Background: an optimization exercise with open tools, aiming at small area, a short achievable clock period and few clock cycles. Do not read the settings as production practice.
No run shown here included a check of the RTL's function; only the layout flow was run.
Power figures rest on the tool's default switching activity, not on a simulated workload.

==> flow/design.v (outline; a module is shown in full before it is edited, if it fits) <==
// module window_sequencer: 77 lines
// module filter_cache: 26 lines
// module tile_mac: 1198 lines
// module mac_fa: 10 lines
// module mac_ha: 9 lines
// module output_writer: 30 lines
// module conv_top: 65 lines
module conv_top (
  input  wire logic                     clock,
  input  wire logic                     rst_n,
  input  wire logic                     go,
  output logic                          finish,
  output logic [conv_pkg::IMAGE_ADDR_W-1:0]       image_address,
  output logic                          image_enable,
  input  wire logic [conv_pkg::DATA_W-1:0]        image_data,
  output logic [conv_pkg::FILTER_ADDR_W-1:0]      filter_address,
  output logic                          filter_enable,
  input  wire logic [conv_pkg::DATA_W-1:0]        filter_data,
  output logic [conv_pkg::OUTPUT_ADDR_W-1:0]      output_address,
  output logic [conv_pkg::DATA_W-1:0]             output_data,
  output logic                          output_write
);
  // ...
==> flow/run.sh <==
#!/bin/bash
# synth_recipe.tcl (not shown) runs the flow's synth.tcl, then flattens the netlist and writes it again
# the make line also repeats each setting of config.mk as NAME=value (left out here)
make -C /OpenROAD-flow-scripts/flow DESIGN_CONFIG=/design/flow/config.mk WORK_HOME=/design/flow/orfs CLKGATE_MAP_FILE= SYNTH_SCRIPT=/design/flow/synth_recipe.tcl finish
==> flow/config.mk <==
export PLATFORM = sky130hd
export DESIGN_NAME = conv_top
export DESIGN_NICKNAME = conv_top
export VERILOG_FILES = /design/flow/design.v
export SDC_FILE = /design/flow/constraint.sdc
export NUM_CORES = 4
export LEC_CHECK = 0
export ABC_AREA = 1
export CAP_MARGIN = 20
export CORE_MARGIN = 2
export CORE_UTILIZATION = 40
export SLEW_MARGIN = 20
export SYNTH_HIERARCHICAL = 1
==> flow/constraint.sdc <==
create_clock -name core_clock -period 11.0 [get_ports {clock}]
set_input_delay 2.2000 -clock core_clock [delete_from_list [all_inputs] [get_ports {clock}]]
set_output_delay 2.2000 -clock core_clock [all_outputs]
set_load 0.01 [all_outputs]
==> flow_metrics.env, run 1 <==
export IMPL_p_comb_share_pct=44.5
export IMPL_io_pins=71
export IMPL_p_seq_share_pct=30.9
export IMPL_met2_length_mm=13.5
export IMPL_fin_area_um2=16200
export IMPL_largest_reg_flops=144
export IMPL_hp_start="u_filter_cache.ring[7][2]"
export IMPL_synth_async_sr_flop_share_pct=0
export IMPL_cts_buffer_depth=3
export IMPL_startpoint_type="register"
export IMPL_clock_root_buffer="clkbuf_16"
export IMPL_hp_class="reg2reg"
export IMPL_ys_seq_area_share_pct=40.1
export IMPL_ys_ff_latch=281
export IMPL_yosys_top_cells_area="dfxtp_1 (39%), fa_1 (22%), xor2_1 (8.3%)"
export IMPL_setup_viol=0
export IMPL_gp_congestion=0.826
export IMPL_cts_tree="yes"
export IMPL_hold_violations=0
export IMPL_post_drt_wl_per_cell_um=15.7
export IMPL_finalMaxSlewViolations=0
export IMPL_top_register="u_filter_cache.ring"
export IMPL_grt_busiest_layer="met2"
export IMPL_endpoint="filter_address[2]"
export IMPL_cp_buffers_inverters=1
export IMPL_worstSetupPathType="reg2out"
export IMPL_met1_usage_pct=22.0
export IMPL_std_cell_rows=68
export IMPL_htreeDepth=1
export IMPL_crit_start="u_sequencer.phase[2]"
export IMPL_timing_setup_tns_ns=0
export IMPL_netlist_area_um2=14100
export IMPL_final_common_cell="dfxtp_1"
export IMPL_wl_met1_mm=12.9
export IMPL_synth_cell_types=36
export IMPL_ff_latch_area_um2=5670
export IMPL_grt_max_degree=64
export IMPL_crit_arrival_ns=1.66
export IMPL_slew_headroom_pct=29.7
export IMPL_antenna_found_initial=1
export IMPL_status="complete, no violations"
export IMPL_dp_slack_ns=7.25
export IMPL_fin_ws_ns=7.14
==> module window_sequencer, before the edit <==
module window_sequencer (
  input  wire logic                    clock,
  input  wire logic                    rst_n,
  input  wire logic                    go,
  output logic                         running,
  output logic                         tile_end,
  output logic [conv_pkg::TILE_W-1:0]  tile,
  output logic [conv_pkg::IMAGE_ADDR_W-1:0]  image_address,
  output logic                         image_enable,
  output logic [conv_pkg::FILTER_ADDR_W-1:0] filter_address,
  output logic                         mac_first,
  output logic                         result_ready
);
  logic [3:0] phase;
  logic [3:0] phase_nxt;
  logic [3:0] start;
  logic [conv_pkg::TILE_W-1:0] tile_nxt;
  logic [1:0] r_nxt;
  logic [1:0] c_nxt;
  logic [3:0] row_nxt;
  logic [3:0] col_nxt;
  logic       end_d1;
  logic       end_d2;
  logic       end_d3;
  logic       go_d1;
  logic       go_d2;
  assign filter_address = phase;
  assign image_enable   = 1'b1;
  assign phase_nxt = (phase == 4'd8) ? 4'd0 : phase + 4'd1;
  assign tile_end  = running && (phase_nxt == start);
  assign tile_nxt  = tile + conv_pkg::TILE_W'(tile_end);
  always_comb begin
    case (phase_nxt)
      4'd0: begin r_nxt = 2'd0; c_nxt = 2'd0; end
      4'd1: begin r_nxt = 2'd0; c_nxt = 2'd1; end
      4'd2: begin r_nxt = 2'd0; c_nxt = 2'd2; end
      4'd3: begin r_nxt = 2'd1; c_nxt = 2'd0; end
      4'd4: begin r_nxt = 2'd1; c_nxt = 2'd1; end
      4'd5: begin r_nxt = 2'd1; c_nxt = 2'd2; end
      4'd6: begin r_nxt = 2'd2; c_nxt = 2'd0; end
      4'd7: begin r_nxt = 2'd2; c_nxt = 2'd1; end
      default: begin r_nxt = 2'd2; c_nxt = 2'd2; end
    endcase
  end
  assign row_nxt = {tile_nxt[3:2], 1'b0} + {2'b00, tile_nxt[3:2]} + {2'b00, r_nxt};
  assign col_nxt = {tile_nxt[1:0], 1'b0} + {2'b00, tile_nxt[1:0]} + {2'b00, c_nxt};
  assign mac_first    = end_d3 || go_d2;
  assign result_ready = end_d3;
  always_ff @(posedge clock) begin
    if (!rst_n) begin
      phase         <= '0;
      running       <= 1'b0;
      tile          <= '0;
      image_address <= '0;
      end_d1        <= 1'b0;
      end_d2        <= 1'b0;
      end_d3        <= 1'b0;
    end else begin
      phase         <= phase_nxt;
      tile          <= tile_nxt;
      image_address <= {row_nxt, col_nxt};
      end_d1        <= tile_end;
      end_d2        <= end_d1;
      end_d3        <= end_d2;
      if (go) begin
        running <= 1'b1;
      end else if (tile_end && (tile == conv_pkg::TILE_W'(conv_pkg::TILE_COUNT - 1))) begin
        running <= 1'b0;
      end
    end
  end
  always_ff @(posedge clock) begin
    go_d1 <= go;
    go_d2 <= go_d1;
    if (go) start <= phase;
  end
endmodule
==> inputs of run 2 (changes only) <==
--- a/flow/design.v
+++ b/flow/design.v
@@ -23,78 +23,72 @@
   output logic                         tile_end,
   output logic [conv_pkg::TILE_W-1:0]  tile,
   output logic [conv_pkg::IMAGE_ADDR_W-1:0]  image_address,
   output logic                         image_enable,
   output logic [conv_pkg::FILTER_ADDR_W-1:0] filter_address,
   output logic                         mac_first,
   output logic                         result_ready
 );
-  logic [3:0] phase;
   logic [3:0] phase_nxt;
-  logic [3:0] start;
-  logic [conv_pkg::TILE_W-1:0] tile_nxt;
   logic [1:0] r_nxt;
   logic [1:0] c_nxt;
+  logic [3:0] count;
+  logic [conv_pkg::TILE_W-1:0] tile_nxt;
   logic [3:0] row_nxt;
   logic [3:0] col_nxt;
-  logic       end_d1;
-  logic       end_d2;
-  logic       end_d3;
-  logic       go_d1;
-  logic       go_d2;
-  assign filter_address = phase;
-  assign image_enable   = 1'b1;
-  assign phase_nxt = (phase == 4'd8) ? 4'd0 : phase + 4'd1;
-  assign tile_end  = running && (phase_nxt == start);
+  logic       busy;
+  assign image_enable = 1'b1;
+  assign phase_nxt = (filter_address == 4'd8) ? 4'd0 : filter_address + 4'd1;
   assign tile_nxt  = tile + conv_pkg::TILE_W'(tile_end);
   always_comb begin
     case (phase_nxt)
-      4'd0: begin r_nxt = 2'd0; c_nxt = 2'd0; end
-      4'd1: begin r_nxt = 2'd0; c_nxt = 2'd1; end
-      4'd2: begin r_nxt = 2'd0; c_nxt = 2'd2; end
-      4'd3: begin r_nxt = 2'd1; c_nxt = 2'd0; end
-      4'd4: begin r_nxt = 2'd1; c_nxt = 2'd1; end
-      4'd5: begin r_nxt = 2'd1; c_nxt = 2'd2; end
-      4'd6: begin r_nxt = 2'd2; c_nxt = 2'd0; end
-      4'd7: begin r_nxt = 2'd2; c_nxt = 2'd1; end
+      4'd0:    begin r_nxt = 2'd0; c_nxt = 2'd0; end
+      4'd1:    begin r_nxt = 2'd0; c_nxt = 2'd1; end
+      4'd2:    begin r_nxt = 2'd0; c_nxt = 2'd2; end
+      4'd3:    begin r_nxt = 2'd1; c_nxt = 2'd0; end
+      4'd4:    begin r_nxt = 2'd1; c_nxt = 2'd1; end
+      4'd5:    begin r_nxt = 2'd1; c_nxt = 2'd2; end
+      4'd6:    begin r_nxt = 2'd2; c_nxt = 2'd0; end
+      4'd7:    begin r_nxt = 2'd2; c_nxt = 2'd1; end
       default: begin r_nxt = 2'd2; c_nxt = 2'd2; end
     endcase
   end
   assign row_nxt = {tile_nxt[3:2], 1'b0} + {2'b00, tile_nxt[3:2]} + {2'b00, r_nxt};
   assign col_nxt = {tile_nxt[1:0], 1'b0} + {2'b00, tile_nxt[1:0]} + {2'b00, c_nxt};
-  assign mac_first    = end_d3 || go_d2;
-  assign result_ready = end_d3;
+  assign result_ready = mac_first && busy && ((tile != '0) || !running);
   always_ff @(posedge clock) begin
     if (!rst_n) begin
-      phase         <= '0;
-      running       <= 1'b0;
-      tile          <= '0;
-      image_address <= '0;
-      end_d1        <= 1'b0;
-      end_d2        <= 1'b0;
-      end_d3        <= 1'b0;
+      filter_address <= '0;
+      running        <= 1'b0;
+      tile_end       <= 1'b0;
+      busy           <= 1'b0;
+      tile           <= '0;
+      image_address  <= '0;
     end else begin
-      phase         <= phase_nxt;
-      tile          <= tile_nxt;
-      image_address <= {row_nxt, col_nxt};
-      end_d1        <= tile_end;
-      end_d2        <= end_d1;
-      end_d3        <= end_d2;
+      filter_address <= phase_nxt;
+      tile           <= tile_nxt;
+      image_address  <= {row_nxt, col_nxt};
+      tile_end       <= running && !go && (count == 4'd7);
       if (go) begin
         running <= 1'b1;
       end else if (tile_end && (tile == conv_pkg::TILE_W'(conv_pkg::TILE_COUNT - 1))) begin
         running <= 1'b0;
       end
+      if (go) begin
+        busy <= 1'b1;
+      end else if (result_ready && !running) begin
+        busy <= 1'b0;
+      end
     end
   end
   always_ff @(posedge clock) begin
-    go_d1 <= go;
-    go_d2 <= go_d1;
-    if (go) start <= phase;
+    if (go) count <= 4'd1;
+    else    count <= (count == 4'd8) ? 4'd0 : count + 4'd1;
+    mac_first <= !go && (count == 4'd1);
   end
 endmodule
 `default_nettype wire
 `timescale 1ns/1ps
 `default_nettype none
 module filter_cache (
   input  wire logic                     clock,
   input  wire logic                     rst_n,
@@ -343,58 +337,58 @@
   logic sg194;
   logic cg195;
   logic sg196;
   logic cg197;
   logic sg198;
   logic cg199;
   logic hs200;
   logic hc201;
-  logic hs202;
-  logic hc203;
+  logic fs202;
+  logic fc203;
   logic fs204;
   logic fc205;
-  logic hs206;
-  logic hc207;
+  logic fs206;
+  logic fc207;
   logic fs208;
   logic fc209;
-  logic hs210;
-  logic hc211;
+  logic fs210;
+  logic fc211;
   logic fs212;
   logic fc213;
-  logic hs214;
-  logic hc215;
+  logic fs214;
+  logic fc215;
   logic fs216;
   logic fc217;
-  logic hs218;
-  logic hc219;
-  logic hs220;
-  logic hc221;
-  logic hs222;
-  logic hc223;
+  logic fs218;
+  logic fc219;
+  logic fs220;
+  logic fc221;
+  logic fs222;
+  logic fc223;
   logic fs224;
   logic fc225;
-  logic hs226;
-  logic hc227;
+  logic fs226;
+  logic fc227;
   logic fs228;
   logic fc229;
-  logic hs230;
-  logic hc231;
+  logic fs230;
+  logic fc231;
   logic fs232;
   logic fc233;
   logic fs234;
   logic fc235;
-  logic hs236;
-  logic hc237;
+  logic fs236;
+  logic fc237;
   logic fs238;
   logic fc239;
   logic fs240;
   logic fc241;
-  logic hs242;
-  logic hc243;
+  logic fs242;
+  logic fc243;
   logic fs244;
   logic fc245;
   logic fs246;
   logic fc247;
   logic fs248;
   logic fc249;
   logic fs250;
   logic fc251;
@@ -437,42 +431,42 @@
   logic fs288;
   logic fc289;
   logic fs290;
   logic fc291;
   logic fs292;
   logic fc293;
   logic fs294;
   logic fc295;
-  logic hs296;
-  logic hc297;
+  logic fs296;
+  logic fc297;
   logic fs298;
   logic fc299;
   logic fs300;
   logic fc301;
   logic fs302;
   logic fc303;
-  logic hs304;
-  logic hc305;
+  logic fs304;
+  logic fc305;
   logic fs306;
   logic fc307;
-  logic hs308;
-  logic hc309;
-  logic hs310;
-  logic hc311;
-  logic hs312;
-  logic hc313;
+  logic fs308;
+  logic fc309;
+  logic fs310;
+  logic fc311;
+  logic fs312;
+  logic fc313;
   logic fs314;
   logic fc315;
-  logic hs316;
-  logic hc317;
+  logic fs316;
+  logic fc317;
   logic fs318;
   logic fc319;
-  logic hs320;
-  logic hc321;
+  logic fs320;
+  logic fc321;
   logic fs322;
   logic fc323;
   logic fs324;
   logic fc325;
   logic fs326;
   logic fc327;
   logic fs328;
   logic fc329;
@@ -515,62 +509,62 @@
   logic fs366;
   logic fc367;
   logic fs368;
   logic fc369;
   logic fs370;
   logic fc371;
   logic fs372;
   logic fc373;
-  logic fs374;
-  logic fc375;
+  logic hs374;
+  logic hc375;
   logic fs376;
   logic fc377;
   logic fs378;
   logic fc379;
   logic fs380;
   logic fc381;
   logic fs382;
   logic fc383;
   logic fs384;
   logic fc385;
   logic fs386;
   logic fc387;
   logic fs388;
   logic fc389;
-  logic fs390;
-  logic fc391;
+  logic hs390;
+  logic hc391;
   logic fs392;
   logic fc393;
   logic fs394;
   logic fc395;
   logic fs396;
   logic fc397;
   logic fs398;
   logic fc399;
   logic fs400;
   logic fc401;
   logic fs402;
   logic fc403;
-  logic hs404;
-  logic hc405;
+  logic fs404;
+  logic fc405;
   logic fs406;
   logic fc407;
-  logic hs408;
-  logic hc409;
-  logic hs410;
-  logic hc411;
+  logic fs408;
+  logic fc409;
+  logic fs410;
+  logic fc411;
   logic fs412;
   logic fc413;
   logic fs414;
   logic fc415;
   logic fs416;
   logic fc417;
-  logic fs418;
-  logic fc419;
+  logic hs418;
+  logic hc419;
   logic fs420;
   logic fc421;
   logic fs422;
   logic fc423;
   logic fs424;
   logic fc425;
   logic fs426;
   logic fc427;
@@ -583,18 +577,18 @@
   logic fs434;
   logic fc435;
   logic fs436;
   logic fc437;
   logic fs438;
   logic fc439;
   logic fs440;
   logic fc441;
-  logic fs442;
-  logic fc443;
+  logic hs442;
+  logic hc443;
   logic fs444;
   logic fc445;
   logic fs446;
   logic fc447;
   logic fs448;
   logic fc449;
   logic fs450;
   logic fc451;
@@ -603,86 +597,56 @@
   logic fs454;
   logic fc455;
   logic fs456;
   logic fc457;
   logic fs458;
   logic fc459;
   logic fs460;
   logic fc461;
-  logic fs462;
-  logic fc463;
+  logic hs462;
+  logic hc463;
   logic fs464;
   logic fc465;
-  logic hs466;
-  logic hc467;
-  logic hs468;
-  logic hc469;
+  logic fs466;
+  logic fc467;
+  logic fs468;
+  logic fc469;
   logic fs470;
   logic fc471;
   logic fs472;
   logic fc473;
   logic fs474;
   logic fc475;
   logic fs476;
   logic fc477;
-  logic fs478;
-  logic fc479;
+  logic hs478;
+  logic hc479;
   logic fs480;
   logic fc481;
   logic fs482;
   logic fc483;
   logic fs484;
   logic fc485;
   logic fs486;
   logic fc487;
   logic fs488;
   logic fc489;
-  logic fs490;
-  logic fc491;
+  logic hs490;
+  logic hc491;
   logic fs492;
   logic fc493;
   logic fs494;
   logic fc495;
   logic fs496;
   logic fc497;
-  logic fs498;
-  logic fc499;
+  logic hs498;
+  logic hc499;
   logic fs500;
   logic fc501;
-  logic fs502;
-  logic fc503;
-  logic fs504;
-  logic fc505;
-  logic fs506;
-  logic fc507;
-  logic fs508;
-  logic fc509;
-  logic fs510;
-  logic fc511;
-  logic fs512;
-  logic fc513;
-  logic fs514;
-  logic fc515;
-  logic fs516;
-  logic fc517;
-  logic fs518;
-  logic fc519;
-  logic fs520;
-  logic fc521;
-  logic fs522;
-  logic fc523;
-  logic fs524;
-  logic fc525;
-  logic fs526;
-  logic fc527;
-  logic fs528;
-  logic fc529;
-  logic fs530;
-  logic fc531;
   assign pp1 = ((d1[0] & filter_tap[0]) ^ dn[0]);
   assign pp2 = (((d1[0] & filter_tap[1]) | (d2[0] & filter_tap[0])) ^ dn[0]);
   assign pp3 = (((d1[0] & filter_tap[2]) | (d2[0] & filter_tap[1])) ^ dn[0]);
   assign pp4 = (((d1[0] & filter_tap[3]) | (d2[0] & filter_tap[2])) ^ dn[0]);
   assign pp5 = (((d1[0] & filter_tap[4]) | (d2[0] & filter_tap[3])) ^ dn[0]);
   assign pp6 = (((d1[0] & filter_tap[5]) | (d2[0] & filter_tap[4])) ^ dn[0]);
   assign pp7 = (((d1[0] & filter_tap[6]) | (d2[0] & filter_tap[5])) ^ dn[0]);
   assign pp8 = (((d1[0] & filter_tap[7]) | (d2[0] & filter_tap[6])) ^ dn[0]);
@@ -872,246 +836,231 @@
   assign sg192 = ~first & acc_s[28];
   assign cg193 = ~first & acc_c[28];
   assign sg194 = ~first & acc_s[29];
   assign cg195 = ~first & acc_c[29];
   assign sg196 = ~first & acc_s[30];
   assign cg197 = ~first & acc_c[30];
   assign sg198 = ~first & acc_s[31];
   assign cg199 = ~first & acc_c[31];
-  mac_ha u_hs200 (.a(dn[6]), .b(cg161), .s(hs200), .co(hc201));
-  mac_ha u_hs202 (.a(cg163), .b(sg162), .s(hs202), .co(hc203));
-  mac_fa u_fs204 (.a(dn[7]), .b(cg165), .c(sg164), .s(fs204), .co(fc205));
-  mac_ha u_hs206 (.a(pp105), .b(pp120), .s(hs206), .co(hc207));
-  mac_fa u_fs208 (.a(cg167), .b(sg166), .c(pp106), .s(fs208), .co(fc209));
-  mac_ha u_hs210 (.a(pp121), .b(pp16), .s(hs210), .co(hc211));
-  mac_fa u_fs212 (.a(cg169), .b(sg168), .c(pp107), .s(fs212), .co(fc213));
-  mac_ha u_hs214 (.a(pp122), .b(pp17), .s(hs214), .co(hc215));
-  mac_fa u_fs216 (.a(cg171), .b(sg170), .c(pp108), .s(fs216), .co(fc217));
-  mac_ha u_hs218 (.a(cg173), .b(sg172), .s(hs218), .co(hc219));
-  mac_ha u_hs220 (.a(dn[3]), .b(cg149), .s(hs220), .co(hc221));
-  mac_ha u_hs222 (.a(cg151), .b(sg150), .s(hs222), .co(hc223));
-  mac_fa u_fs224 (.a(dn[4]), .b(cg153), .c(sg152), .s(fs224), .co(fc225));
-  mac_ha u_hs226 (.a(pp24), .b(pp39), .s(hs226), .co(hc227));
-  mac_fa u_fs228 (.a(cg155), .b(sg154), .c(pp10), .s(fs228), .co(fc229));
-  mac_ha u_hs230 (.a(pp25), .b(pp40), .s(hs230), .co(hc231));
-  mac_fa u_fs232 (.a(dn[5]), .b(cg157), .c(sg156), .s(fs232), .co(fc233));
-  mac_fa u_fs234 (.a(pp11), .b(pp26), .c(pp41), .s(fs234), .co(fc235));
-  mac_ha u_hs236 (.a(pp56), .b(pp71), .s(hs236), .co(hc237));
-  mac_fa u_fs238 (.a(cg159), .b(sg158), .c(pp12), .s(fs238), .co(fc239));
-  mac_fa u_fs240 (.a(pp27), .b(pp42), .c(pp57), .s(fs240), .co(fc241));
-  mac_ha u_hs242 (.a(pp72), .b(pp87), .s(hs242), .co(hc243));
-  mac_fa u_fs244 (.a(sg160), .b(pp103), .c(pp13), .s(fs244), .co(fc245));
-  mac_fa u_fs246 (.a(pp28), .b(pp43), .c(pp58), .s(fs246), .co(fc247));
-  mac_fa u_fs248 (.a(pp73), .b(pp88), .c(hs200), .s(fs248), .co(fc249));
-  mac_fa u_fs250 (.a(pp104), .b(pp14), .c(pp29), .s(fs250), .co(fc251));
-  mac_fa u_fs252 (.a(pp44), .b(pp59), .c(pp74), .s(fs252), .co(fc253));
-  mac_fa u_fs254 (.a(pp89), .b(hc201), .c(hs202), .s(fs254), .co(fc255));
-  mac_fa u_fs256 (.a(pp15), .b(pp30), .c(pp45), .s(fs256), .co(fc257));
-  mac_fa u_fs258 (.a(pp60), .b(pp75), .c(pp90), .s(fs258), .co(fc259));
-  mac_fa u_fs260 (.a(hc203), .b(fs204), .c(hs206), .s(fs260), .co(fc261));
-  mac_fa u_fs262 (.a(pp31), .b(pp46), .c(pp61), .s(fs262), .co(fc263));
-  mac_fa u_fs264 (.a(pp76), .b(pp91), .c(fc205), .s(fs264), .co(fc265));
-  mac_fa u_fs266 (.a(hc207), .b(hs210), .c(fs208), .s(fs266), .co(fc267));
-  mac_fa u_fs268 (.a(pp32), .b(pp47), .c(pp62), .s(fs268), .co(fc269));
-  mac_fa u_fs270 (.a(pp77), .b(pp92), .c(hc211), .s(fs270), .co(fc271));
-  mac_fa u_fs272 (.a(hs214), .b(fc209), .c(fs212), .s(fs272), .co(fc273));
-  mac_fa u_fs274 (.a(pp123), .b(pp33), .c(pp48), .s(fs274), .co(fc275));
-  mac_fa u_fs276 (.a(pp63), .b(pp78), .c(pp93), .s(fs276), .co(fc277));
-  mac_fa u_fs278 (.a(hc215), .b(fc213), .c(fs216), .s(fs278), .co(fc279));
-  mac_fa u_fs280 (.a(pp109), .b(pp124), .c(pp34), .s(fs280), .co(fc281));
-  mac_fa u_fs282 (.a(pp49), .b(pp64), .c(pp79), .s(fs282), .co(fc283));
-  mac_fa u_fs284 (.a(pp94), .b(hs218), .c(fc217), .s(fs284), .co(fc285));
-  mac_fa u_fs286 (.a(cg175), .b(sg174), .c(pp110), .s(fs286), .co(fc287));
-  mac_fa u_fs288 (.a(pp125), .b(pp50), .c(pp65), .s(fs288), .co(fc289));
-  mac_fa u_fs290 (.a(pp80), .b(pp95), .c(hc219), .s(fs290), .co(fc291));
-  mac_fa u_fs292 (.a(cg177), .b(sg176), .c(pp111), .s(fs292), .co(fc293));
-  mac_fa u_fs294 (.a(pp126), .b(pp51), .c(pp66), .s(fs294), .co(fc295));
-  mac_ha u_hs296 (.a(pp81), .b(pp96), .s(hs296), .co(hc297));
-  mac_fa u_fs298 (.a(cg179), .b(sg178), .c(pp112), .s(fs298), .co(fc299));
-  mac_fa u_fs300 (.a(pp127), .b(pp67), .c(pp82), .s(fs300), .co(fc301));
-  mac_fa u_fs302 (.a(cg181), .b(sg180), .c(pp113), .s(fs302), .co(fc303));
-  mac_ha u_hs304 (.a(pp128), .b(pp68), .s(hs304), .co(hc305));
-  mac_fa u_fs306 (.a(cg183), .b(sg182), .c(pp114), .s(fs306), .co(fc307));
-  mac_ha u_hs308 (.a(cg185), .b(sg184), .s(hs308), .co(hc309));
-  mac_ha u_hs310 (.a(dn[1]), .b(cg141), .s(hs310), .co(hc311));
-  mac_ha u_hs312 (.a(cg143), .b(sg142), .s(hs312), .co(hc313));
-  mac_fa u_fs314 (.a(dn[2]), .b(cg145), .c(sg144), .s(fs314), .co(fc315));
-  mac_ha u_hs316 (.a(pp20), .b(pp35), .s(hs316), .co(hc317));
-  mac_fa u_fs318 (.a(cg147), .b(sg146), .c(pp21), .s(fs318), .co(fc319));
-  mac_ha u_hs320 (.a(pp36), .b(pp6), .s(hs320), .co(hc321));
-  mac_fa u_fs322 (.a(sg148), .b(pp22), .c(pp37), .s(fs322), .co(fc323));
-  mac_fa u_fs324 (.a(pp52), .b(pp7), .c(hs220), .s(fs324), .co(fc325));
-  mac_fa u_fs326 (.a(pp23), .b(pp38), .c(pp53), .s(fs326), .co(fc327));
-  mac_fa u_fs328 (.a(pp8), .b(hc221), .c(hs222), .s(fs328), .co(fc329));
-  mac_fa u_fs330 (.a(pp54), .b(pp69), .c(pp9), .s(fs330), .co(fc331));
-  mac_fa u_fs332 (.a(hc223), .b(fs224), .c(hs226), .s(fs332), .co(fc333));
-  mac_fa u_fs334 (.a(pp55), .b(pp70), .c(fc225), .s(fs334), .co(fc335));
-  mac_fa u_fs336 (.a(hc227), .b(hs230), .c(fs228), .s(fs336), .co(fc337));
-  mac_fa u_fs338 (.a(pp86), .b(hc231), .c(fs232), .s(fs338), .co(fc339));
-  mac_fa u_fs340 (.a(hs236), .b(fc229), .c(fs234), .s(fs340), .co(fc341));
-  mac_fa u_fs342 (.a(fc233), .b(hc237), .c(hs242), .s(fs342), .co(fc343));
-  mac_fa u_fs344 (.a(fc235), .b(fs238), .c(fs240), .s(fs344), .co(fc345));
-  mac_fa u_fs346 (.a(hc243), .b(fc239), .c(fc241), .s(fs346), .co(fc347));
-  mac_fa u_fs348 (.a(fs244), .b(fs246), .c(fs248), .s(fs348), .co(fc349));
-  mac_fa u_fs350 (.a(fc245), .b(fc247), .c(fs250), .s(fs350), .co(fc351));
-  mac_fa u_fs352 (.a(fs252), .b(fc249), .c(fs254), .s(fs352), .co(fc353));
-  mac_fa u_fs354 (.a(fc251), .b(fc253), .c(fs256), .s(fs354), .co(fc355));
-  mac_fa u_fs356 (.a(fs258), .b(fc255), .c(fs260), .s(fs356), .co(fc357));
-  mac_fa u_fs358 (.a(fc257), .b(fc259), .c(fs262), .s(fs358), .co(fc359));
-  mac_fa u_fs360 (.a(fc261), .b(fs264), .c(fs266), .s(fs360), .co(fc361));
-  mac_fa u_fs362 (.a(fc263), .b(fs268), .c(fc265), .s(fs362), .co(fc363));
-  mac_fa u_fs364 (.a(fs270), .b(fc267), .c(fs272), .s(fs364), .co(fc365));
-  mac_fa u_fs366 (.a(fc269), .b(fs274), .c(fs276), .s(fs366), .co(fc367));
-  mac_fa u_fs368 (.a(fc271), .b(fc273), .c(fs278), .s(fs368), .co(fc369));
-  mac_fa u_fs370 (.a(fc275), .b(fc277), .c(fs280), .s(fs370), .co(fc371));
-  mac_fa u_fs372 (.a(fs282), .b(fc279), .c(fs284), .s(fs372), .co(fc373));
-  mac_fa u_fs374 (.a(fc281), .b(fc283), .c(fs286), .s(fs374), .co(fc375));
-  mac_fa u_fs376 (.a(fs288), .b(fs290), .c(fc285), .s(fs376), .co(fc377));
-  mac_fa u_fs378 (.a(hs296), .b(fc287), .c(fc289), .s(fs378), .co(fc379));
-  mac_fa u_fs380 (.a(fc291), .b(fs292), .c(fs294), .s(fs380), .co(fc381));
-  mac_fa u_fs382 (.a(pp97), .b(hc297), .c(fc293), .s(fs382), .co(fc383));
-  mac_fa u_fs384 (.a(fc295), .b(fs298), .c(fs300), .s(fs384), .co(fc385));
-  mac_fa u_fs386 (.a(pp83), .b(pp98), .c(hs304), .s(fs386), .co(fc387));
-  mac_fa u_fs388 (.a(fc299), .b(fc301), .c(fs302), .s(fs388), .co(fc389));
-  mac_fa u_fs390 (.a(pp129), .b(pp84), .c(pp99), .s(fs390), .co(fc391));
-  mac_fa u_fs392 (.a(hc305), .b(fc303), .c(fs306), .s(fs392), .co(fc393));
-  mac_fa u_fs394 (.a(pp100), .b(pp115), .c(pp130), .s(fs394), .co(fc395));
-  mac_fa u_fs396 (.a(pp85), .b(hs308), .c(fc307), .s(fs396), .co(fc397));
-  mac_fa u_fs398 (.a(cg187), .b(sg186), .c(pp101), .s(fs398), .co(fc399));
-  mac_fa u_fs400 (.a(pp116), .b(pp131), .c(hc309), .s(fs400), .co(fc401));
-  mac_fa u_fs402 (.a(cg189), .b(sg188), .c(pp102), .s(fs402), .co(fc403));
-  mac_ha u_hs404 (.a(pp117), .b(pp132), .s(hs404), .co(hc405));
-  mac_fa u_fs406 (.a(cg191), .b(sg190), .c(pp118), .s(fs406), .co(fc407));
-  mac_ha u_hs408 (.a(cg193), .b(sg192), .s(hs408), .co(hc409));
-  mac_ha u_hs410 (.a(sg140), .b(pp18), .s(hs410), .co(hc411));
-  mac_fa u_fs412 (.a(pp19), .b(pp4), .c(hc311), .s(fs412), .co(fc413));
-  mac_fa u_fs414 (.a(pp5), .b(hc313), .c(fs314), .s(fs414), .co(fc415));
-  mac_fa u_fs416 (.a(fc315), .b(hc317), .c(hs320), .s(fs416), .co(fc417));
-  mac_fa u_fs418 (.a(hc321), .b(fc319), .c(fs322), .s(fs418), .co(fc419));
-  mac_fa u_fs420 (.a(fc323), .b(fs326), .c(fc325), .s(fs420), .co(fc421));
-  mac_fa u_fs422 (.a(fc327), .b(fs330), .c(fc329), .s(fs422), .co(fc423));
-  mac_fa u_fs424 (.a(fc331), .b(fc333), .c(fs334), .s(fs424), .co(fc425));
-  mac_fa u_fs426 (.a(fc335), .b(fs338), .c(fc337), .s(fs426), .co(fc427));
-  mac_fa u_fs428 (.a(fc339), .b(fs342), .c(fc341), .s(fs428), .co(fc429));
-  mac_fa u_fs430 (.a(fc343), .b(fc345), .c(fs346), .s(fs430), .co(fc431));
-  mac_fa u_fs432 (.a(fc347), .b(fs350), .c(fc349), .s(fs432), .co(fc433));
-  mac_fa u_fs434 (.a(fc351), .b(fs354), .c(fc353), .s(fs434), .co(fc435));
-  mac_fa u_fs436 (.a(fc355), .b(fs358), .c(fc357), .s(fs436), .co(fc437));
-  mac_fa u_fs438 (.a(fc359), .b(fs362), .c(fc361), .s(fs438), .co(fc439));
-  mac_fa u_fs440 (.a(fs366), .b(fc363), .c(fc365), .s(fs440), .co(fc441));
-  mac_fa u_fs442 (.a(fc367), .b(fs370), .c(fc369), .s(fs442), .co(fc443));
-  mac_fa u_fs444 (.a(fc371), .b(fs374), .c(fc373), .s(fs444), .co(fc445));
-  mac_fa u_fs446 (.a(fc375), .b(fs378), .c(fs380), .s(fs446), .co(fc447));
-  mac_fa u_fs448 (.a(fc379), .b(fc381), .c(fs382), .s(fs448), .co(fc449));
-  mac_fa u_fs450 (.a(fs386), .b(fc383), .c(fc385), .s(fs450), .co(fc451));
-  mac_fa u_fs452 (.a(fs390), .b(fc387), .c(fc389), .s(fs452), .co(fc453));
-  mac_fa u_fs454 (.a(fc391), .b(fs394), .c(fc393), .s(fs454), .co(fc455));
-  mac_fa u_fs456 (.a(fc395), .b(fs398), .c(fs400), .s(fs456), .co(fc457));
-  mac_fa u_fs458 (.a(hs404), .b(fc399), .c(fc401), .s(fs458), .co(fc459));
-  mac_fa u_fs460 (.a(pp133), .b(hc405), .c(fc403), .s(fs460), .co(fc461));
-  mac_fa u_fs462 (.a(pp119), .b(pp134), .c(hs408), .s(fs462), .co(fc463));
-  mac_fa u_fs464 (.a(cg195), .b(sg194), .c(pp135), .s(fs464), .co(fc465));
-  mac_ha u_hs466 (.a(cg197), .b(sg196), .s(hs466), .co(hc467));
-  mac_ha u_hs468 (.a(dn[0]), .b(sg137), .s(hs468), .co(hc469));
-  mac_fa u_fs470 (.a(cg139), .b(sg138), .c(pp2), .s(fs470), .co(fc471));
-  mac_fa u_fs472 (.a(pp3), .b(hs310), .c(hs410), .s(fs472), .co(fc473));
-  mac_fa u_fs474 (.a(hs312), .b(hc411), .c(fs412), .s(fs474), .co(fc475));
-  mac_fa u_fs476 (.a(hs316), .b(fc413), .c(fs414), .s(fs476), .co(fc477));
-  mac_fa u_fs478 (.a(fs318), .b(fc415), .c(fs416), .s(fs478), .co(fc479));
-  mac_fa u_fs480 (.a(fs324), .b(fc417), .c(fs418), .s(fs480), .co(fc481));
-  mac_fa u_fs482 (.a(fs328), .b(fc419), .c(fs420), .s(fs482), .co(fc483));
-  mac_fa u_fs484 (.a(fs332), .b(fc421), .c(fs422), .s(fs484), .co(fc485));
-  mac_fa u_fs486 (.a(fc423), .b(fs336), .c(fs424), .s(fs486), .co(fc487));
-  mac_fa u_fs488 (.a(fs340), .b(fc425), .c(fs426), .s(fs488), .co(fc489));
-  mac_fa u_fs490 (.a(fs344), .b(fc427), .c(fs428), .s(fs490), .co(fc491));
-  mac_fa u_fs492 (.a(fs348), .b(fc429), .c(fs430), .s(fs492), .co(fc493));
-  mac_fa u_fs494 (.a(fs352), .b(fc431), .c(fs432), .s(fs494), .co(fc495));
-  mac_fa u_fs496 (.a(fs356), .b(fc433), .c(fs434), .s(fs496), .co(fc497));
-  mac_fa u_fs498 (.a(fc435), .b(fs360), .c(fs436), .s(fs498), .co(fc499));
-  mac_fa u_fs500 (.a(fs364), .b(fc437), .c(fs438), .s(fs500), .co(fc501));
-  mac_fa u_fs502 (.a(fs368), .b(fc439), .c(fs440), .s(fs502), .co(fc503));
-  mac_fa u_fs504 (.a(fs372), .b(fc441), .c(fs442), .s(fs504), .co(fc505));
-  mac_fa u_fs506 (.a(fs376), .b(fc443), .c(fs444), .s(fs506), .co(fc507));
-  mac_fa u_fs508 (.a(fc377), .b(fs446), .c(fc445), .s(fs508), .co(fc509));
-  mac_fa u_fs510 (.a(fs384), .b(fc447), .c(fs448), .s(fs510), .co(fc511));
-  mac_fa u_fs512 (.a(fs388), .b(fc449), .c(fs450), .s(fs512), .co(fc513));
-  mac_fa u_fs514 (.a(fs392), .b(fc451), .c(fs452), .s(fs514), .co(fc515));
-  mac_fa u_fs516 (.a(fs396), .b(fc453), .c(fs454), .s(fs516), .co(fc517));
-  mac_fa u_fs518 (.a(fc397), .b(fs456), .c(fc455), .s(fs518), .co(fc519));
-  mac_fa u_fs520 (.a(fs402), .b(fc457), .c(fs458), .s(fs520), .co(fc521));
-  mac_fa u_fs522 (.a(fs406), .b(fc459), .c(fs460), .s(fs522), .co(fc523));
-  mac_fa u_fs524 (.a(fc407), .b(fs462), .c(fc461), .s(fs524), .co(fc525));
-  mac_fa u_fs526 (.a(hc409), .b(fs464), .c(fc463), .s(fs526), .co(fc527));
-  mac_fa u_fs528 (.a(pp136), .b(hs466), .c(fc465), .s(fs528), .co(fc529));
-  mac_fa u_fs530 (.a(cg199), .b(sg198), .c(hc467), .s(fs530), .co(fc531));
-  assign nxt_s[0] = hs468;
-  assign nxt_c[0] = pp1;
-  assign nxt_s[1] = hc469;
-  assign nxt_c[1] = fs470;
-  assign nxt_s[2] = fc471;
-  assign nxt_c[2] = fs472;
-  assign nxt_s[3] = fc473;
-  assign nxt_c[3] = fs474;
-  assign nxt_s[4] = fc475;
-  assign nxt_c[4] = fs476;
-  assign nxt_s[5] = fc477;
-  assign nxt_c[5] = fs478;
-  assign nxt_s[6] = fc479;
-  assign nxt_c[6] = fs480;
-  assign nxt_s[7] = fc481;
-  assign nxt_c[7] = fs482;
-  assign nxt_s[8] = fc483;
-  assign nxt_c[8] = fs484;
-  assign nxt_s[9] = fc485;
-  assign nxt_c[9] = fs486;
-  assign nxt_s[10] = fc487;
-  assign nxt_c[10] = fs488;
-  assign nxt_s[11] = fc489;
-  assign nxt_c[11] = fs490;
-  assign nxt_s[12] = fc491;
-  assign nxt_c[12] = fs492;
-  assign nxt_s[13] = fc493;
-  assign nxt_c[13] = fs494;
-  assign nxt_s[14] = fc495;
-  assign nxt_c[14] = fs496;
-  assign nxt_s[15] = fc497;
-  assign nxt_c[15] = fs498;
-  assign nxt_s[16] = fc499;
-  assign nxt_c[16] = fs500;
-  assign nxt_s[17] = fc501;
-  assign nxt_c[17] = fs502;
-  assign nxt_s[18] = fc503;
-  assign nxt_c[18] = fs504;
-  assign nxt_s[19] = fc505;
-  assign nxt_c[19] = fs506;
-  assign nxt_s[20] = fc507;
-  assign nxt_c[20] = fs508;
-  assign nxt_s[21] = fc509;
-  assign nxt_c[21] = fs510;
-  assign nxt_s[22] = fc511;
-  assign nxt_c[22] = fs512;
-  assign nxt_s[23] = fc513;
-  assign nxt_c[23] = fs514;
-  assign nxt_s[24] = fc515;
-  assign nxt_c[24] = fs516;
-  assign nxt_s[25] = fc517;
-  assign nxt_c[25] = fs518;
-  assign nxt_s[26] = fc519;
-  assign nxt_c[26] = fs520;
-  assign nxt_s[27] = fc521;
-  assign nxt_c[27] = fs522;
-  assign nxt_s[28] = fc523;
-  assign nxt_c[28] = fs524;
-  assign nxt_s[29] = fc525;
-  assign nxt_c[29] = fs526;
-  assign nxt_s[30] = fc527;
-  assign nxt_c[30] = fs528;
-  assign nxt_s[31] = fc529;
-  assign nxt_c[31] = fs530;
+  mac_ha u_hs200 (.a(dn[0]), .b(sg137), .s(hs200), .co(hc201));
+  mac_fa u_fs202 (.a(cg139), .b(sg138), .c(pp2), .s(fs202), .co(fc203));
+  mac_fa u_fs204 (.a(dn[1]), .b(cg141), .c(sg140), .s(fs204), .co(fc205));
+  mac_fa u_fs206 (.a(pp18), .b(pp3), .c(fs204), .s(fs206), .co(fc207));
+  mac_fa u_fs208 (.a(cg143), .b(sg142), .c(pp19), .s(fs208), .co(fc209));
+  mac_fa u_fs210 (.a(pp4), .b(fc205), .c(fs208), .s(fs210), .co(fc211));
+  mac_fa u_fs212 (.a(dn[2]), .b(cg145), .c(sg144), .s(fs212), .co(fc213));
+  mac_fa u_fs214 (.a(pp20), .b(pp35), .c(pp5), .s(fs214), .co(fc215));
+  mac_fa u_fs216 (.a(fs212), .b(fc209), .c(fs214), .s(fs216), .co(fc217));
+  mac_fa u_fs218 (.a(cg147), .b(sg146), .c(pp21), .s(fs218), .co(fc219));
+  mac_fa u_fs220 (.a(pp36), .b(pp6), .c(fc213), .s(fs220), .co(fc221));
+  mac_fa u_fs222 (.a(fc215), .b(fs218), .c(fs220), .s(fs222), .co(fc223));
+  mac_fa u_fs224 (.a(dn[3]), .b(cg149), .c(sg148), .s(fs224), .co(fc225));
+  mac_fa u_fs226 (.a(pp22), .b(pp37), .c(pp52), .s(fs226), .co(fc227));
+  mac_fa u_fs228 (.a(pp7), .b(fs224), .c(fc219), .s(fs228), .co(fc229));
+  mac_fa u_fs230 (.a(fs226), .b(fc221), .c(fs228), .s(fs230), .co(fc231));
+  mac_fa u_fs232 (.a(cg151), .b(sg150), .c(pp23), .s(fs232), .co(fc233));
+  mac_fa u_fs234 (.a(pp38), .b(pp53), .c(pp8), .s(fs234), .co(fc235));
+  mac_fa u_fs236 (.a(fc225), .b(fc227), .c(fs232), .s(fs236), .co(fc237));
+  mac_fa u_fs238 (.a(fs234), .b(fc229), .c(fs236), .s(fs238), .co(fc239));
+  mac_fa u_fs240 (.a(dn[4]), .b(cg153), .c(sg152), .s(fs240), .co(fc241));
+  mac_fa u_fs242 (.a(pp24), .b(pp39), .c(pp54), .s(fs242), .co(fc243));
+  mac_fa u_fs244 (.a(pp69), .b(pp9), .c(fs240), .s(fs244), .co(fc245));
+  mac_fa u_fs246 (.a(fc233), .b(fc235), .c(fs242), .s(fs246), .co(fc247));
+  mac_fa u_fs248 (.a(fs244), .b(fc237), .c(fs246), .s(fs248), .co(fc249));
+  mac_fa u_fs250 (.a(cg155), .b(sg154), .c(pp10), .s(fs250), .co(fc251));
+  mac_fa u_fs252 (.a(pp25), .b(pp40), .c(pp55), .s(fs252), .co(fc253));
+  mac_fa u_fs254 (.a(pp70), .b(fc241), .c(fc243), .s(fs254), .co(fc255));
+  mac_fa u_fs256 (.a(fs250), .b(fs252), .c(fc245), .s(fs256), .co(fc257));
+  mac_fa u_fs258 (.a(fc247), .b(fs254), .c(fs256), .s(fs258), .co(fc259));
+  mac_fa u_fs260 (.a(dn[5]), .b(cg157), .c(sg156), .s(fs260), .co(fc261));
+  mac_fa u_fs262 (.a(pp11), .b(pp26), .c(pp41), .s(fs262), .co(fc263));
+  mac_fa u_fs264 (.a(pp56), .b(pp71), .c(pp86), .s(fs264), .co(fc265));
+  mac_fa u_fs266 (.a(fs260), .b(fc251), .c(fc253), .s(fs266), .co(fc267));
+  mac_fa u_fs268 (.a(fs262), .b(fs264), .c(fc255), .s(fs268), .co(fc269));
+  mac_fa u_fs270 (.a(fs266), .b(fc257), .c(fs268), .s(fs270), .co(fc271));
+  mac_fa u_fs272 (.a(cg159), .b(sg158), .c(pp12), .s(fs272), .co(fc273));
+  mac_fa u_fs274 (.a(pp27), .b(pp42), .c(pp57), .s(fs274), .co(fc275));
+  mac_fa u_fs276 (.a(pp72), .b(pp87), .c(fc261), .s(fs276), .co(fc277));
+  mac_fa u_fs278 (.a(fc263), .b(fc265), .c(fs272), .s(fs278), .co(fc279));
+  mac_fa u_fs280 (.a(fs274), .b(fs276), .c(fc267), .s(fs280), .co(fc281));
+  mac_fa u_fs282 (.a(fs278), .b(fc269), .c(fs280), .s(fs282), .co(fc283));
+  mac_fa u_fs284 (.a(dn[6]), .b(cg161), .c(sg160), .s(fs284), .co(fc285));
+  mac_fa u_fs286 (.a(pp103), .b(pp13), .c(pp28), .s(fs286), .co(fc287));
+  mac_fa u_fs288 (.a(pp43), .b(pp58), .c(pp73), .s(fs288), .co(fc289));
+  mac_fa u_fs290 (.a(pp88), .b(fs284), .c(fc273), .s(fs290), .co(fc291));
+  mac_fa u_fs292 (.a(fc275), .b(fs286), .c(fs288), .s(fs292), .co(fc293));
+  mac_fa u_fs294 (.a(fc277), .b(fc279), .c(fs290), .s(fs294), .co(fc295));
+  mac_fa u_fs296 (.a(fs292), .b(fc281), .c(fs294), .s(fs296), .co(fc297));
+  mac_fa u_fs298 (.a(cg163), .b(sg162), .c(pp104), .s(fs298), .co(fc299));
+  mac_fa u_fs300 (.a(pp14), .b(pp29), .c(pp44), .s(fs300), .co(fc301));
+  mac_fa u_fs302 (.a(pp59), .b(pp74), .c(pp89), .s(fs302), .co(fc303));
+  mac_fa u_fs304 (.a(fc285), .b(fc287), .c(fc289), .s(fs304), .co(fc305));
+  mac_fa u_fs306 (.a(fs298), .b(fs300), .c(fs302), .s(fs306), .co(fc307));
+  mac_fa u_fs308 (.a(fc291), .b(fc293), .c(fs304), .s(fs308), .co(fc309));
+  mac_fa u_fs310 (.a(fs306), .b(fc295), .c(fs308), .s(fs310), .co(fc311));
+  mac_fa u_fs312 (.a(dn[7]), .b(cg165), .c(sg164), .s(fs312), .co(fc313));
+  mac_fa u_fs314 (.a(pp105), .b(pp120), .c(pp15), .s(fs314), .co(fc315));
+  mac_fa u_fs316 (.a(pp30), .b(pp45), .c(pp60), .s(fs316), .co(fc317));
+  mac_fa u_fs318 (.a(pp75), .b(pp90), .c(fs312), .s(fs318), .co(fc319));
+  mac_fa u_fs320 (.a(fc299), .b(fc301), .c(fc303), .s(fs320), .co(fc321));
+  mac_fa u_fs322 (.a(fs314), .b(fs316), .c(fs318), .s(fs322), .co(fc323));
+  mac_fa u_fs324 (.a(fc305), .b(fc307), .c(fs320), .s(fs324), .co(fc325));
+  mac_fa u_fs326 (.a(fs322), .b(fc309), .c(fs324), .s(fs326), .co(fc327));
+  mac_fa u_fs328 (.a(cg167), .b(sg166), .c(pp106), .s(fs328), .co(fc329));
+  mac_fa u_fs330 (.a(pp121), .b(pp16), .c(pp31), .s(fs330), .co(fc331));
+  mac_fa u_fs332 (.a(pp46), .b(pp61), .c(pp76), .s(fs332), .co(fc333));
+  mac_fa u_fs334 (.a(pp91), .b(fc313), .c(fc315), .s(fs334), .co(fc335));
+  mac_fa u_fs336 (.a(fc317), .b(fs328), .c(fs330), .s(fs336), .co(fc337));
+  mac_fa u_fs338 (.a(fs332), .b(fc319), .c(fc321), .s(fs338), .co(fc339));
+  mac_fa u_fs340 (.a(fs334), .b(fs336), .c(fc323), .s(fs340), .co(fc341));
+  mac_fa u_fs342 (.a(fc325), .b(fs338), .c(fs340), .s(fs342), .co(fc343));
+  mac_fa u_fs344 (.a(cg169), .b(sg168), .c(pp107), .s(fs344), .co(fc345));
+  mac_fa u_fs346 (.a(pp122), .b(pp17), .c(pp32), .s(fs346), .co(fc347));
+  mac_fa u_fs348 (.a(pp47), .b(pp62), .c(pp77), .s(fs348), .co(fc349));
+  mac_fa u_fs350 (.a(pp92), .b(fc329), .c(fc331), .s(fs350), .co(fc351));
+  mac_fa u_fs352 (.a(fc333), .b(fs344), .c(fs346), .s(fs352), .co(fc353));
+  mac_fa u_fs354 (.a(fs348), .b(fc335), .c(fc337), .s(fs354), .co(fc355));
+  mac_fa u_fs356 (.a(fs350), .b(fs352), .c(fc339), .s(fs356), .co(fc357));
+  mac_fa u_fs358 (.a(fs354), .b(fc341), .c(fs356), .s(fs358), .co(fc359));
+  mac_fa u_fs360 (.a(cg171), .b(sg170), .c(pp108), .s(fs360), .co(fc361));
+  mac_fa u_fs362 (.a(pp123), .b(pp33), .c(pp48), .s(fs362), .co(fc363));
+  mac_fa u_fs364 (.a(pp63), .b(pp78), .c(pp93), .s(fs364), .co(fc365));
+  mac_fa u_fs366 (.a(fc345), .b(fc347), .c(fc349), .s(fs366), .co(fc367));
+  mac_fa u_fs368 (.a(fs360), .b(fs362), .c(fs364), .s(fs368), .co(fc369));
+  mac_fa u_fs370 (.a(fc351), .b(fc353), .c(fs366), .s(fs370), .co(fc371));
+  mac_fa u_fs372 (.a(fs368), .b(fc355), .c(fs370), .s(fs372), .co(fc373));
+  mac_ha u_hs374 (.a(fc357), .b(fs372), .s(hs374), .co(hc375));
+  mac_fa u_fs376 (.a(cg173), .b(sg172), .c(pp109), .s(fs376), .co(fc377));
+  mac_fa u_fs378 (.a(pp124), .b(pp34), .c(pp49), .s(fs378), .co(fc379));
+  mac_fa u_fs380 (.a(pp64), .b(pp79), .c(pp94), .s(fs380), .co(fc381));
+  mac_fa u_fs382 (.a(fc361), .b(fc363), .c(fc365), .s(fs382), .co(fc383));
+  mac_fa u_fs384 (.a(fs376), .b(fs378), .c(fs380), .s(fs384), .co(fc385));
+  mac_fa u_fs386 (.a(fc367), .b(fc369), .c(fs382), .s(fs386), .co(fc387));
+  mac_fa u_fs388 (.a(fs384), .b(fc371), .c(fs386), .s(fs388), .co(fc389));
+  mac_ha u_hs390 (.a(fc373), .b(fs388), .s(hs390), .co(hc391));
+  mac_fa u_fs392 (.a(cg175), .b(sg174), .c(pp110), .s(fs392), .co(fc393));
+  mac_fa u_fs394 (.a(pp125), .b(pp50), .c(pp65), .s(fs394), .co(fc395));
+  mac_fa u_fs396 (.a(pp80), .b(pp95), .c(fc377), .s(fs396), .co(fc397));
+  mac_fa u_fs398 (.a(fc379), .b(fc381), .c(fs392), .s(fs398), .co(fc399));
+  mac_fa u_fs400 (.a(fs394), .b(fc383), .c(fc385), .s(fs400), .co(fc401));
+  mac_fa u_fs402 (.a(fs396), .b(fs398), .c(fc387), .s(fs402), .co(fc403));
+  mac_fa u_fs404 (.a(fs400), .b(fc389), .c(fs402), .s(fs404), .co(fc405));
+  mac_fa u_fs406 (.a(cg177), .b(sg176), .c(pp111), .s(fs406), .co(fc407));
+  mac_fa u_fs408 (.a(pp126), .b(pp51), .c(pp66), .s(fs408), .co(fc409));
+  mac_fa u_fs410 (.a(pp81), .b(pp96), .c(fc393), .s(fs410), .co(fc411));
+  mac_fa u_fs412 (.a(fc395), .b(fs406), .c(fs408), .s(fs412), .co(fc413));
+  mac_fa u_fs414 (.a(fc397), .b(fc399), .c(fs410), .s(fs414), .co(fc415));
+  mac_fa u_fs416 (.a(fs412), .b(fc401), .c(fs414), .s(fs416), .co(fc417));
+  mac_ha u_hs418 (.a(fc403), .b(fs416), .s(hs418), .co(hc419));
+  mac_fa u_fs420 (.a(cg179), .b(sg178), .c(pp112), .s(fs420), .co(fc421));
+  mac_fa u_fs422 (.a(pp127), .b(pp67), .c(pp82), .s(fs422), .co(fc423));
+  mac_fa u_fs424 (.a(pp97), .b(fc407), .c(fc409), .s(fs424), .co(fc425));
+  mac_fa u_fs426 (.a(fs420), .b(fs422), .c(fc411), .s(fs426), .co(fc427));
+  mac_fa u_fs428 (.a(fc413), .b(fs424), .c(fc415), .s(fs428), .co(fc429));
+  mac_fa u_fs430 (.a(fs426), .b(fc417), .c(fs428), .s(fs430), .co(fc431));
+  mac_fa u_fs432 (.a(cg181), .b(sg180), .c(pp113), .s(fs432), .co(fc433));
+  mac_fa u_fs434 (.a(pp128), .b(pp68), .c(pp83), .s(fs434), .co(fc435));
+  mac_fa u_fs436 (.a(pp98), .b(fc421), .c(fc423), .s(fs436), .co(fc437));
+  mac_fa u_fs438 (.a(fs432), .b(fs434), .c(fc425), .s(fs438), .co(fc439));
+  mac_fa u_fs440 (.a(fs436), .b(fc427), .c(fs438), .s(fs440), .co(fc441));
+  mac_ha u_hs442 (.a(fc429), .b(fs440), .s(hs442), .co(hc443));
+  mac_fa u_fs444 (.a(cg183), .b(sg182), .c(pp114), .s(fs444), .co(fc445));
+  mac_fa u_fs446 (.a(pp129), .b(pp84), .c(pp99), .s(fs446), .co(fc447));
+  mac_fa u_fs448 (.a(fc433), .b(fc435), .c(fs444), .s(fs448), .co(fc449));
+  mac_fa u_fs450 (.a(fs446), .b(fc437), .c(fs448), .s(fs450), .co(fc451));
+  mac_fa u_fs452 (.a(fc439), .b(fs450), .c(fc441), .s(fs452), .co(fc453));
+  mac_fa u_fs454 (.a(cg185), .b(sg184), .c(pp100), .s(fs454), .co(fc455));
+  mac_fa u_fs456 (.a(pp115), .b(pp130), .c(pp85), .s(fs456), .co(fc457));
+  mac_fa u_fs458 (.a(fc445), .b(fc447), .c(fs454), .s(fs458), .co(fc459));
+  mac_fa u_fs460 (.a(fs456), .b(fc449), .c(fs458), .s(fs460), .co(fc461));
+  mac_ha u_hs462 (.a(fc451), .b(fs460), .s(hs462), .co(hc463));
+  mac_fa u_fs464 (.a(cg187), .b(sg186), .c(pp101), .s(fs464), .co(fc465));
+  mac_fa u_fs466 (.a(pp116), .b(pp131), .c(fc455), .s(fs466), .co(fc467));
+  mac_fa u_fs468 (.a(fc457), .b(fs464), .c(fc459), .s(fs468), .co(fc469));
+  mac_fa u_fs470 (.a(fs466), .b(fc461), .c(fs468), .s(fs470), .co(fc471));
+  mac_fa u_fs472 (.a(cg189), .b(sg188), .c(pp102), .s(fs472), .co(fc473));
+  mac_fa u_fs474 (.a(pp117), .b(pp132), .c(fc465), .s(fs474), .co(fc475));
+  mac_fa u_fs476 (.a(fs472), .b(fc467), .c(fs474), .s(fs476), .co(fc477));
+  mac_ha u_hs478 (.a(fc469), .b(fs476), .s(hs478), .co(hc479));
+  mac_fa u_fs480 (.a(cg191), .b(sg190), .c(pp118), .s(fs480), .co(fc481));
+  mac_fa u_fs482 (.a(pp133), .b(fc473), .c(fs480), .s(fs482), .co(fc483));
+  mac_fa u_fs484 (.a(fc475), .b(fs482), .c(fc477), .s(fs484), .co(fc485));
+  mac_fa u_fs486 (.a(cg193), .b(sg192), .c(pp119), .s(fs486), .co(fc487));
+  mac_fa u_fs488 (.a(pp134), .b(fc481), .c(fs486), .s(fs488), .co(fc489));
+  mac_ha u_hs490 (.a(fc483), .b(fs488), .s(hs490), .co(hc491));
+  mac_fa u_fs492 (.a(cg195), .b(sg194), .c(pp135), .s(fs492), .co(fc493));
+  mac_fa u_fs494 (.a(fc487), .b(fs492), .c(fc489), .s(fs494), .co(fc495));
+  mac_fa u_fs496 (.a(cg197), .b(sg196), .c(pp136), .s(fs496), .co(fc497));
+  mac_ha u_hs498 (.a(fc493), .b(fs496), .s(hs498), .co(hc499));
+  mac_fa u_fs500 (.a(cg199), .b(sg198), .c(fc497), .s(fs500), .co(fc501));
+  assign nxt_s[0] = pp1;
+  assign nxt_c[0] = hs200;
+  assign nxt_s[1] = hc201;
+  assign nxt_c[1] = fs202;
+  assign nxt_s[2] = fc203;
+  assign nxt_c[2] = fs206;
+  assign nxt_s[3] = fc207;
+  assign nxt_c[3] = fs210;
+  assign nxt_s[4] = fc211;
+  assign nxt_c[4] = fs216;
+  assign nxt_s[5] = fc217;
+  assign nxt_c[5] = fs222;
+  assign nxt_s[6] = fc223;
+  assign nxt_c[6] = fs230;
+  assign nxt_s[7] = fc231;
+  assign nxt_c[7] = fs238;
+  assign nxt_s[8] = fc239;
+  assign nxt_c[8] = fs248;
+  assign nxt_s[9] = fc249;
+  assign nxt_c[9] = fs258;
+  assign nxt_s[10] = fc259;
+  assign nxt_c[10] = fs270;
+  assign nxt_s[11] = fc271;
+  assign nxt_c[11] = fs282;
+  assign nxt_s[12] = fc283;
+  assign nxt_c[12] = fs296;
+  assign nxt_s[13] = fc297;
+  assign nxt_c[13] = fs310;
+  assign nxt_s[14] = fc311;
+  assign nxt_c[14] = fs326;
+  assign nxt_s[15] = fc327;
+  assign nxt_c[15] = fs342;
+  assign nxt_s[16] = fc343;
+  assign nxt_c[16] = fs358;
+  assign nxt_s[17] = fc359;
+  assign nxt_c[17] = hs374;
+  assign nxt_s[18] = hc375;
+  assign nxt_c[18] = hs390;
+  assign nxt_s[19] = hc391;
+  assign nxt_c[19] = fs404;
+  assign nxt_s[20] = fc405;
+  assign nxt_c[20] = hs418;
+  assign nxt_s[21] = hc419;
+  assign nxt_c[21] = fs430;
+  assign nxt_s[22] = fc431;
+  assign nxt_c[22] = hs442;
+  assign nxt_s[23] = hc443;
+  assign nxt_c[23] = fs452;
+  assign nxt_s[24] = fc453;
+  assign nxt_c[24] = hs462;
+  assign nxt_s[25] = hc463;
+  assign nxt_c[25] = fs470;
+  assign nxt_s[26] = fc471;
+  assign nxt_c[26] = hs478;
+  assign nxt_s[27] = hc479;
+  assign nxt_c[27] = fs484;
+  assign nxt_s[28] = fc485;
+  assign nxt_c[28] = hs490;
+  assign nxt_s[29] = hc491;
+  assign nxt_c[29] = fs494;
+  assign nxt_s[30] = fc495;
+  assign nxt_c[30] = hs498;
+  assign nxt_s[31] = hc499;
+  assign nxt_c[31] = fs500;
   logic [31:0] g0, p0;
   assign g0 = acc_s & acc_c;
   assign p0 = acc_s ^ acc_c;
   logic bg1, bp1;
   assign bg1 = g0[1] | (p0[1] & g0[0]);
   assign bp1 = p0[1] & p0[0];
   logic bg2, bp2;
   assign bg2 = g0[3] | (p0[3] & g0[2]);
==> flow/flow/run.sh (new file) <==
#!/bin/bash
# Own layout flow: the standard ORFS flow (its standard synthesis
# included) with the settings in flow/params.sh: a setup-slack target for
# the timing repair, buf_2 port buffers and the clock tree options.
# ORFS writes each tool's log under orfs/logs; standard.log has the rest.
set -uo pipefail
source flow/params.sh
bash standard.sh > standard.log 2>&1
==> flow/flow/params.sh (new file) <==
export SETUP_SLACK_MARGIN=7.75
export BUFFER_PORTS_ARGS="-buffer_cell sky130_fd_sc_hd__buf_2"
export CTS_ARGS="-sink_clustering_enable -repair_clock_nets -dont_use_dummy_load -sink_clustering_size 30 -sink_clustering_max_diameter 150"
export SETUP_MOVE_SEQUENCE=sizeup,swap
==> flow/standard.sh (new file) <==
#!/bin/bash
# synth_recipe.tcl (not shown) runs the flow's synth.tcl, then flattens the netlist and writes it again
# the make line also repeats each setting of config.mk as NAME=value (left out here)
make -C /OpenROAD-flow-scripts/flow DESIGN_CONFIG=/design/flow/config.mk WORK_HOME=/design/flow/orfs CLKGATE_MAP_FILE= SYNTH_SCRIPT=/design/flow/synth_recipe.tcl "${@:-finish}"
==> flow/config.mk (replaced) <==
export PLATFORM = sky130hd
export DESIGN_NAME = conv_top
export DESIGN_NICKNAME = conv_top
export VERILOG_FILES = /design/flow/design.v
export SDC_FILE = /design/flow/constraint.sdc
export NUM_CORES = 4
export LEC_CHECK = 0
export CAP_MARGIN = 20
export CORE_MARGIN = 2
export CORE_UTILIZATION = 40
export SLEW_MARGIN = 20
export SYNTH_HIERARCHICAL = 1
removed: flow/run.sh
==> run 2 against run 1 <==
- critical path depth up 6
- die area down 1.4%
- sequential power about the same
- power down 7.9%
- non-clock buffer count up 5
- routed wire length down 0.57%
- still clean on timing, DRC and antenna
- count of clock-buffer cells in the layout down 26
- via count down 9.3%
- combinational power up 11%
==> flow_metrics.env, run 2 <==
export IMPL_status="complete, no violations"
export IMPL_dr_wl_met3_mm=1.48
export IMPL_htreeDepth=1
export IMPL_synth_cells=1143
export IMPL_cts_tree="yes"
export IMPL_fillers=3210
export IMPL_worstSetupPathType="reg2reg"
export IMPL_multi_input_area_um2=7920
export IMPL_synth_mux_area_share_pct=1.80
export IMPL_synthAdderAreaFrac_pct=27.6
export IMPL_synth_cell_types=59
export IMPL_synth_edf_count=0
export IMPL_ff_latch_area_um2=5680
export IMPL_reg2regPathDepth=7
export IMPL_avgSynthCellArea_um2=12.2
export IMPL_die_area_um2=36300
export IMPL_leakage_nw=5.99
export IMPL_vias_per_cell=5.03
export IMPL_max_freq_mhz=308
export IMPL_top_register="u_filter_cache.ring"
export IMPL_synth_top_cell_area_share_pct=40.2
export IMPL_fin_ws_ns=7.75
export IMPL_cts_buffer_depth=3
export IMPL_worstPathMaxFanout=17
export IMPL_worst_slew_pin_slew_ns=0.607
export IMPL_hp_class="reg2reg"
export IMPL_gr_total_overflow=0
export IMPL_synth_compound_area_share_pct=9.39
export IMPL_port_buffers=68
export IMPL_synth_async_sr_flop_share_pct=0
export IMPL_clock_root_buffer="clkbuf_16"
export IMPL_insertion_delay_ns=0.49
export IMPL_wl_met1_mm=13.2
export IMPL_netlist_area_um2=13900
export IMPL_remaining_drc_errors=0
export IMPL_fin_crit_sh_pct=29.5
export IMPL_hold_violations=0
export IMPL_fin_worst_skew_ns=0.0410
export IMPL_required_ns=11.38
export IMPL_dp_hpwl_mm=20.6
export IMPL_first_iter_violations=559
export IMPL_area_growth_syn_to_layout_pct=8.21
export IMPL_highest_layer="met4"
export IMPL_synth_top_family_by_area="adder cells"
export IMPL_met2_length_mm=13.4
export IMPL_power_density_nw_per_um2=278
export IMPL_largest_reg_flops=144
export IMPL_ys_seq_area_share_pct=40.2
export IMPL_std_cell_rows=68
export IMPL_finalMaxSlewViolations=0
export IMPL_grt_pass1_vias=8432
export IMPL_antenna_left=0
export IMPL_synth_xor_area_share_pct=9.51
export IMPL_peakVddDrop_v=0.000170
export IMPL_fin_crit_ns=3.25
export IMPL_num_vias=8013
export IMPL_timing_setup_tns_ns=0
export IMPL_cts_buffers_inserted=13
export IMPL_grt_max_degree=51
export IMPL_final_cell_mix="dfxtp_1 (243), fa_1 (137), xnor2_1 (134)"
export IMPL_final_common_cell="dfxtp_1"
export IMPL_die_h_um=190
export IMPL_crit_arrival_ns=3.63
export IMPL_antenna_found_initial=1
export IMPL_yosys_area_top_type="dfxtp_1"
export IMPL_endpoint="u_tile_mac.acc_c[19]"
export IMPL_design_core_area_um2=34400
export IMPL_drt_pass1_iter_count=6
export IMPL_startpoint_type="register"
export IMPL_top_regs="u_filter_cache.ring (144), u_tile_mac.acc_c (32), u_tile_mac.acc_s (32)"
export IMPL_hold_buffers=0
export IMPL_synth_most_common_cell="dfxtp_1"
export IMPL_yosys_area_share_simple_pct=7.57
export IMPL_reg2reg_to="u_tile_mac.acc_c[19]"
export IMPL_worstSetupEndpointType="register"
export IMPL_grt_pass1_wl_mm=46.8
export IMPL_wl_mm=28.6
export IMPL_r2r_slack_ns=7.75
export IMPL_yosys_warnings=11
export IMPL_clkTransAtPathRegs_ns=0.12
export IMPL_crit_start="u_filter_cache.ring[8][10]"
export IMPL_ys_top_cells_by_count="dfxtp_1 (279), fa_1 (154), xnor2_1 (137)"
export IMPL_fin_util_pct=43.8
export IMPL_slew_headroom_pct=59.5
export IMPL_start_util_pct=40.5
export IMPL_io_pins=71
export IMPL_rsz0062_at_grt="true"
export IMPL_drive_above_1_share_pct=16.5
export IMPL_cap_violations=0
export IMPL_cts_sinks=279
export IMPL_r2r_start="u_filter_cache.ring[8][10]"
export IMPL_post_drt_wl_per_cell_um=17.9
export IMPL_gp_congestion=0.830
export IMPL_ys_flop_type="dfxtp_1"
export IMPL_yosys_top_cells_area="dfxtp_1 (40%), fa_1 (22%), xnor2_1 (8.6%)"
export IMPL_dp_slack_ns=7.29
export IMPL_nets=1388
export IMPL_die_x_um=190
export IMPL_ys_ff_latch=279
export IMPL_syn_num_nets=1392
export IMPL_track_usage_pct=16.5
export IMPL_setup_viol=0
run 2: cell types whose count changed after synthesis, moves of 21 or more:
cell	previous run	this run
inv_1	167	20
a22oi_1	0	120
o22ai_1	120	0
xnor2_1	17	137
xor2_1	134	14
nor2_1	116	22
nor2b_1	0	70
nand2_1	82	19
clkbuf_1	39	71
and2_1	0	21
run 2: worst max-delay path, stage by stage (launching register included):
cell and delay [ns]:
dfxtp_2 0.59, a22oi_1 0.18, xnor2_1 0.17, fa_1 0.45, fa_1 0.51, fa_2 0.45, fa_2 0.35, fa_1 0.44
run 2: how the worst min path moves through the flow:
stage	startpoint	to	slack, ns	cells past startpoint
6_report	u_filter_cache.ring[2][12]	u_filter_cache.ring[1][12]	0.28	0
5_1_grt	u_filter_cache.ring[2][12]	u_filter_cache.ring[1][12]	0.29	0
4_1_cts	u_filter_cache.ring[6][8]	u_filter_cache.ring[5][8]	0.29	0
3_5_place_dp	u_filter_cache.ring[1][3]	u_filter_cache.ring[0][3]	0.31	0
3_3_place_gp	u_filter_cache.ring[1][7]	u_filter_cache.ring[0][7]	0.31	0
2_1_floorplan	u_filter_cache.ring[1][0]	u_filter_cache.ring[0][0]	0.31	0
run 2: area by class of cell:
type / count / area share (%)
inverters: 20 / 0.499
clock buffers: 13 / 2.16
diodes: 1 / 0.0166
multi-input cells: 744 / 52.6
well taps: 455 / 3.78
flip-flops and latches: 279 / 37.7
repair buffers: 81 / 3.18
run 2: timing repair:
action / CTS / global route
setup buffers: 0 / 0
endpoints found under the setup margin: 45 / 34
resized for setup: 66 / 28
pin swaps: 0 / 9
run 2: layer usage:
layer / vias up / track usage, %
met5: - / 0
met1: 4020 / 23.3
met4: 0 / 3.67
met3: 36 / 2.52
li1: 3743 / -
met2: 214 / 26.7
run 2: Yosys stat by module, one instance, submodules excluded, excerpt:
| module | copies in the design | cells inside | cell area, um2 | flops+latches |
|---|---|---|---|---|
| tile_mac | 1 | 675 | 6250 | 103 |
| filter_cache | 1 | 168 | 3200 | 146 |
| window_sequencer | 1 | 115 | 1190 | 24 |
| output_writer | 1 | 34 | 320 | 6 |
| mac_fa | 142 | 1 | 20.0 | 0 |
| mac_ha | 9 | 1 | 12.5 | 0 |
run 2: report_power, final:
part           leakage [nW]  internal (mW)  switching, mW  total [mW]
registers              2.35           1.27          0.150        1.42
clock network         0.160          0.214          0.300       0.514
logic                  3.48           1.09           1.16        2.25
total                  5.99           2.57           1.61        4.18
run 2: logic make-up after synthesis:
logic type	Yosys count
AND/OR/NAND/NOR	179
other	2
XOR/XNOR	151
buffers and inverters	120
flip-flops	279
multiplexers	18
adder cells (fa/ha/maj)	214
AO/OA/AOI/OAI	180
run 2: metrics by stage:
step / cell area (um2) / hold WS [ns] / cells / total power, mW
global placement: 14400 / 0.310 / 1579 / 3.59
finish: 15100 / 0.283 / 1593 / 4.18
floorplan: 14000 / 0.310 / 1143 / 3.08
detailed placement: 14400 / 0.312 / 1579 / 3.65
CTS: 14900 / 0.289 / 1592 / 4.22
global route: 15100 / 0.290 / 1592 / 4.70

-- static timing again, ports no longer ideal --
No port has a modelled driver above. Below, the same layouts with a new extraction and two added sets of constraints.
Step 1 sets driving cells, clkbuf_16 on the clock port and buf_2 on the other inputs (assumed; they add their load-dependent delay and slew).
Step 2 times the ports against the registers' clock, not the clock port: input delays grow and output delays shrink by t, the midpoint of the rising clock arrivals with the driver on.
a / b / c = no drivers / after step 1 / after step 2; a / b = the first two.
run	t, ns	setup slack, ns	worst data-port slew with drivers (ns)
run 1	0.619	7.144 / 7.091 / 7.270	0.04
run 2	0.522	7.751 / 7.751 / 7.751	0.06
After both steps every run listed still meets setup and hold.
